Context: an optimization exercise on an open-source flow, tuned for small area, a short achievable clock period and few clock cycles. The choices shown serve that exercise and are no tape-out recipe.
In this exercise RTL edits were held to simulation tests only and were not proved equivalent to the original.
No activity file was given, so power comes from the tool's default toggle rates.

## oak
==> flow/design.v (excerpt) <==
module array_insert_delete_at_position_unit (
  input  logic                                clk,
  input  logic                                rst_n,
  input  logic                                in_valid,
  output logic                                in_ready,
  input  logic                                in_op,
  input  logic [aidp_pkg::POS_W-1:0]          in_position,
  input  logic signed [aidp_pkg::DATA_W-1:0]  in_value,
  output logic                                out_valid,
  input  logic                                out_ready,
  output logic [aidp_pkg::STAT_W-1:0]         out_status,
  output logic signed [aidp_pkg::DATA_W-1:0]  out_element,
  output logic                                out_last
);
Settings: LEC_CHECK=0, ABC_AREA=1, CAP_MARGIN=20, CORE_MARGIN=2, CORE_UTILIZATION=60, CTS_CLUSTER_DIAMETER=80, CTS_CLUSTER_SIZE=24, PLACE_DENSITY=0.7, SETUP_SLACK_MARGIN=2.75, SLEW_MARGIN=20; clock period 5.0 ns.
run.sh (not shown) runs the stock make flow with config.mk's settings and CLKGATE_MAP_FILE= SYNTH_SCRIPT=/design/flow/synth_recipe.tcl, a recipe that flattens the netlist after the stock synthesis.
Testbench counts of oak, summed over its fixed seeds: cycles 41,175.
#### Input delta (pine over oak)
- removing ABC_AREA (formerly 1)
--- outcome ---
pine finished end to end and its layout was clean on timing, DRC and antenna. The clock power of pine and that of oak are within noise of each other. [compare] base=oak new=pine: synthesized area saw a decrease, data arrival time of the worst path grew by 0.16 ns.
Relative to pine, the following input files were edited for birch:
- SETUP_SLACK_MARGIN: 2.75 -> 2.95
### Flow results
- The maximum number of pins on one net before global-route repair number comes out higher for birch vs pine.
- Comparing birch and pine, the higher maximum clock skew at final layout is on birch.
- Compared with pine, birch instantiates a larger number of cells.
- Sort birch and pine by number of antenna violations at the first check in global routing, ascending, and pine comes first.
- From pine to birch the numbers moved as follows: minimum setup slack after placement now larger, endpoint arrival time on the critical path now smaller, clock buffer count in the final layout now smaller, sum of met3 wire segment lengths after detailed routing now larger, final design utilization now larger.
- In the tables for birch and pine, critical path depth reads lower with birch.
Here is what was changed in the inputs of maple compared with birch.
- changing SLEW_MARGIN from 20 to 5
- changing CORE_UTILIZATION from 60 to 55
- changing SETUP_SLACK_MARGIN from 2.95 to 2.75
- changing CAP_MARGIN from 20 to 5
- changing PLACE_DENSITY from 0.7 to 0.65
==> summary.txt <==
- First-pass iteration count of the detailed router, maple and birch: smaller value in maple
- Launching instance or port of the critical path: out_element_r[21] -> birch, out_element_r[30] -> maple
- [maple] aggregate global-route resource usage fell 4.0 points relative to birch
- In maple, post-placement cell count is higher than in birch.
- In the metrics for maple and birch, the one carrying the higher layout-stage area growth over the synthesis result is birch.
- [diff] cell area, maple relative to birch: improvement
- Sort maple and birch by number of tap cells added at floorplan, ascending, and birch comes first.
- birch ended up with fewer cell instances than maple did.
- Smallest setup slack after layout: maple better than birch
Changes in cedar relative to maple:
- a change of CAP_MARGIN from 5 to 20
- a change of SETUP_SLACK_MARGIN from 2.75 to 2.6
- a change of CORE_UTILIZATION from 55 to 60
- a change of PLACE_DENSITY from 0.65 to 0.7
- a change of SLEW_MARGIN from 5 to 20
--- outcome ---
Taking maple as the reference, in cedar clock skew now sits lower, worst hold path cell count closely matched the old numbers, headroom to the max-slew limit shows a reduction of 11 points, clock insertion delay at the later pin of the skew report neither gained nor lost much, post-layout instance area -340 µm². Compared to maple, cedar has number of tap cells added at floorplan about 10% lower. cedar: number of instances in the placed design is 84 lower than what maple reported. Relative to maple, final wirelength has increased by 0.35% in cedar.

* * *

Another version of the RTL of array_insert_delete_at_position_unit (not shown whole).
Size: ~2300 cells after synthesis, ~1200 flip-flops, ~31000 um^2 of cells after synthesis.
Settings: LEC_CHECK=0, CAP_MARGIN=20, CORE_MARGIN=2, CORE_UTILIZATION=70, CTS_CLUSTER_DIAMETER=80, CTS_CLUSTER_SIZE=24, PLACE_DENSITY=0.8, SETUP_SLACK_MARGIN=2.75, SLEW_MARGIN=20; clock period 5.0 ns.
The baseline completed with no timing, DRC or antenna violations.
Testbench counts at the start, summed over its fixed seeds: cycles 41,175.
==> next run, changes <==
- CORE_UTILIZATION: 70 -> 60
- PLACE_DENSITY: 0.8 -> 0.7
Wire length fell by 6.5%; via count fell by 4.4%; total power fell by 0.91%; clock power rose by about 2%; non-clock buffer count fell by 7; combinational power fell by 7.8%.

* * *

job 5648:
array_insert_delete_at_position_unit with an RTL version that a note above also has.
Size: roughly 2200 cells after synthesis, roughly 1200 flip-flops, ~81 I/O pins, ~31000 um^2 of cells after synthesis.
## array_insert_delete_at_position_unit
module array_insert_delete_at_position_unit (
  input  logic                                clk,
  input  logic                                rst_n,
  input  logic                                in_valid,
  output logic                                in_ready,
  input  logic                                in_op,
  input  logic [aidp_pkg::POS_W-1:0]          in_position,
  input  logic signed [aidp_pkg::DATA_W-1:0]  in_value,
  output logic                                out_valid,
  input  logic                                out_ready,
  output logic [aidp_pkg::STAT_W-1:0]         out_status,
  output logic signed [aidp_pkg::DATA_W-1:0]  out_element,
  output logic                                out_last
);
export LEC_CHECK = 0
export CAP_MARGIN = 20
export CORE_MARGIN = 2
export CORE_UTILIZATION = 60
export CTS_CLUSTER_DIAMETER = 80
export CTS_CLUSTER_SIZE = 24
export PLACE_DENSITY = 0.7
export SETUP_SLACK_MARGIN = 2.82
export SLEW_MARGIN = 20
create_clock -name core_clock -period 5.0 [get_ports {clk}]
Testbench counts of job 5648, summed over its fixed seeds: cycles 41,175.
Input changes introduced in job 9036 (baseline for comparison: job 5648):
diff --git a/flow/config.mk b/flow/config.mk
--- a/flow/config.mk
+++ b/flow/config.mk
@@ -9,7 +9,7 @@
 export CORE_MARGIN = 2
-export CORE_UTILIZATION = 60
+export CORE_UTILIZATION = 55
 export CTS_CLUSTER_DIAMETER = 80
 export CTS_CLUSTER_SIZE = 24
-export PLACE_DENSITY = 0.7
-export SETUP_SLACK_MARGIN = 2.82
+export PLACE_DENSITY = 0.65
+export SETUP_SLACK_MARGIN = 2.75
 export SLEW_MARGIN = 20
==> summary.txt <==
Job 9036 against job 5648: final area decreased 920 um^2; remaining design rule violation count held steady; floorplan row count has increased.
From job 5648 to job 9036 the numbers moved as follows: setup slack has increased; utilization dropped 7.7 points; worst-path maximum fanout neither gained nor lost much.
~same highest attainable clock frequency in job 5648 and job 9036
Job 5648 reports its timing endpoint of the critical path as out_last while job 9036 reports out_element[30].
Changes observed in job 9036 relative to job 5648: number of cells in the design after placement higher; area growth from synthesis to layout lower.
Input-level comparison between job 8908 and job 9036:
diff --git a/flow/config.mk b/flow/config.mk
--- a/flow/config.mk
+++ b/flow/config.mk
@@ -9,6 +9,6 @@
 export CORE_MARGIN = 2
-export CORE_UTILIZATION = 55
-export CTS_CLUSTER_DIAMETER = 80
-export CTS_CLUSTER_SIZE = 24
-export PLACE_DENSITY = 0.65
+export CORE_UTILIZATION = 60
+export CTS_CLUSTER_DIAMETER = 100
+export CTS_CLUSTER_SIZE = 30
+export PLACE_DENSITY = 0.7
 export SETUP_SLACK_MARGIN = 2.75
==> comparison <==
Every run in the comparison, job 9036 and job 8908, completed the flow with a clean layout.
A end point of the critical path of out_element[30] is what job 9036 shows, while d_single$_DFFE_PP_ belongs to job 8908.
The die area of job 8908 was superior to that of job 9036.
Routed wire length on met3, job 8908 vs job 9036: up by more than 10%
Of job 9036 and job 8908, the run reporting the higher ratio of final minimum period to clock period was job 9036.
Job 8908 ended with less number of placed instances with taps included than job 9036.
Changes observed in job 8908 relative to job 9036: maximum frequency +12 MHz, total via count after detailed routing moved up, routed wire length per instance increased by 5.8% relative to the old numbers, minimum clock period after layout lost 61 ps.
Against job 9036, job 8908 reports a maximum cell stage delay along the critical path that is lower.

* * *

Another version of the RTL of array_insert_delete_at_position_unit (not shown whole).
Size in the first run: roughly 81 I/O pins, roughly 0.035 mm2 of cells after synthesis.
clock: 5.0 ns
lec_check: 0
cap_margin: 20
core_margin: 2
core_utilization: 45
place_density: 0.6
setup_slack_margin: 2.4
slew_margin: 20
The first run ran to the end with no violations.
Testbench counts at the start, summed over its fixed seeds: cycles 40,830.
Change:
- SETUP_SLACK_MARGIN: 2.4 -> 2.8
Critical path depth is higher by 4.
Setup slack degrades by 0.076 ns.
Routed wire length climbs by 7.0%.
Clock skew came out lower by 0.011 ns.
Power rises by 2.0%.
Combinational power rose by 12%.

* * *

array_insert_delete_at_position_unit, a different RTL version from the one above (not shown whole).
Size: roughly 2300 cells after synthesis, roughly 81 I/O pins, roughly 32000 sq um of cells after synthesis.
Settings: LEC_CHECK=0, CAP_MARGIN=20, CORE_MARGIN=2, CORE_UTILIZATION=60, CTS_CLUSTER_DIAMETER=80, CTS_CLUSTER_SIZE=24, PLACE_DENSITY=0.7, SETUP_SLACK_MARGIN=2.45, SLEW_MARGIN=20; clock period 5.0 ns.
Testbench counts at the start, summed over its fixed seeds: cycles 41,175.
Then changed:
--- a/flow/config.mk
+++ b/flow/config.mk
@@ -12,4 +12,4 @@
 export CTS_CLUSTER_SIZE = 24
 export PLACE_DENSITY = 0.7
-export SETUP_SLACK_MARGIN = 2.45
+export SETUP_SLACK_MARGIN = 2.6
 export SLEW_MARGIN = 20
Effect:
- critical path depth shrinks by 3
- setup slack improves by 0.038 ns
- register-to-register slack improves by 0.04 ns
- total power stays flat
- cell area stays flat

* * *

Another version of the RTL of array_insert_delete_at_position_unit (not shown whole).
For scale: roughly 81 I/O pins, about 34000 um^2 of cells after synthesis.
Settings: LEC_CHECK=0, CAP_MARGIN=20, CORE_MARGIN=2, CORE_UTILIZATION=45, PLACE_DENSITY=0.6, SETUP_SLACK_MARGIN=2.6, SLEW_MARGIN=20; clock period 5.0 ns.
Testbench counts at the start, summed over its fixed seeds: cycles 40,830.
Next try:
--- a/flow/config.mk
+++ b/flow/config.mk
@@ -9,4 +9,4 @@
 export CORE_MARGIN = 2
-export CORE_UTILIZATION = 45
-export PLACE_DENSITY = 0.6
+export CORE_UTILIZATION = 60
+export PLACE_DENSITY = 0.7
 export SETUP_SLACK_MARGIN = 2.6
Clock power fell by about 2%.
Sequential share of layout area rose by 0.49 points.
Global-route usage rose by 7.3 points.
Hold slack is better by 0.0069 ns.
Count of clock-buffer cells in the layout fell by 2.
Setup slack is better by 0.062 ns.
Wire length fell by 3.2%.
Synthesized cell count is unchanged.
Critical path depth does not change.
Fmax rose by 2.6%.

* * *

Setup of harbor:
Starting RTL as in the previous note.
==> flow/design.v (excerpt) <==
module array_insert_delete_at_position_unit (
  input  logic                                clk,
  input  logic                                rst_n,
  input  logic                                in_valid,
  output logic                                in_ready,
  input  logic                                in_op,
  input  logic [aidp_pkg::POS_W-1:0]          in_position,
  input  logic signed [aidp_pkg::DATA_W-1:0]  in_value,
  output logic                                out_valid,
  input  logic                                out_ready,
  output logic [aidp_pkg::STAT_W-1:0]         out_status,
  output logic signed [aidp_pkg::DATA_W-1:0]  out_element,
  output logic                                out_last
);
clock: 5.0 ns
lec_check: 0
cap_margin: 20
core_margin: 2
core_utilization: 60
cts_cluster_diameter: 80
cts_cluster_size: 24
place_density: 0.7
setup_slack_margin: 2.6
slew_margin: 20
Testbench counts of harbor, summed over its fixed seeds: cycles 40,830.
Setup changes, harbor to zinc
Settings: changing CTS_CLUSTER_DIAMETER from 80 to 100; changing SETUP_SLACK_MARGIN from 2.6 to 2.3; changing CTS_CLUSTER_SIZE from 24 to 30.
==> summary.txt <==
- Between zinc and harbor, the fraction of area in registers is higher for zinc.
- zinc reports a lower HPWL after detailed placement than harbor does.
- Static leakage, zinc and harbor: larger value in harbor
- Measured against each other, zinc and harbor differ in required arrival time at the worst endpoint, the lower figure coming from zinc.
- Measured against each other, zinc and harbor differ in first-pass iteration count of the detailed router, the lower figure coming from harbor.
- Compared zinc against harbor; power per standard cell area within noise.

## port drivers added, routing unchanged
The flow's constraints put no driver on any port. The routed layouts listed below were extracted and timed again, unchanged, in two steps. Step 1 sets driving cells, clkbuf_16 on the clock port and buf_2 on the other inputs (assumed; they add their load-dependent delay and slew). Step 2 adds t to the input delays and takes it off the output delays; t is the mean of the earliest and latest rising clock arrival at the registers after step 1. Input paths then give back, and output paths get back, about the clock's delay inside the block. Slacks: no drivers / after step 1 / after step 2; pairs: no drivers / after step 1.
run	t (ns)	setup WS [ns]	hold WS [ns]	worst setup path after step 2
oak	0.690	2.754 / 2.704 / 2.100	0.311 / 0.311 / 0.311	input to register
pine	0.684	2.726 / 2.721 / 2.170	0.319 / 0.319 / 0.319	input to register
birch	0.695	2.665 / 2.606 / 2.307	0.311 / 0.311 / 0.311	input to register
maple	0.702	2.678 / 2.616 / 2.147	0.326 / 0.326 / 0.326	input to register
cedar	0.684	2.612 / 2.552 / 2.077	0.320 / 0.320 / 0.320	input to register
the first run of note 2	0.683	2.445 / 2.445 / 2.066	0.324 / 0.324 / 0.324	input to register
the second run of note 2	0.693	2.555 / 2.555 / 2.120	0.325 / 0.325 / 0.325	input to register
job 5648	0.681	2.673 / 2.614 / 2.179	0.325 / 0.325 / 0.325	input to register
job 9036	0.702	2.678 / 2.616 / 2.147	0.326 / 0.326 / 0.326	input to register
job 8908	0.680	2.738 / 2.736 / 2.160	0.327 / 0.327 / 0.327	input to register
the first run of note 4	0.753	2.253 / 2.253 / 1.761	0.331 / 0.331 / 0.331	input to register
the second run of note 4	0.752	2.177 / 2.177 / 1.889	0.334 / 0.334 / 0.334	input to register
the first run of note 5	0.702	2.473 / 2.434 / 1.907	0.317 / 0.317 / 0.317	input to register
the second run of note 5	0.692	2.511 / 2.511 / 2.045	0.321 / 0.321 / 0.321	input to register
the first run of note 6	0.735	2.546 / 2.546 / 1.889	0.325 / 0.325 / 0.325	input to register
the second run of note 6	0.717	2.609 / 2.567 / 1.983	0.332 / 0.332 / 0.332	input to register
harbor	0.707	2.593 / 2.572 / 2.050	0.336 / 0.336 / 0.336	input to register
zinc	0.687	2.324 / 2.324 / 1.780	0.333 / 0.333 / 0.333	input to register
After both steps every run listed still meets setup and hold. The setup slack of the first run of note 6, which loses most, moves by 0.000 ns with the drivers and by -0.657 ns with both steps.
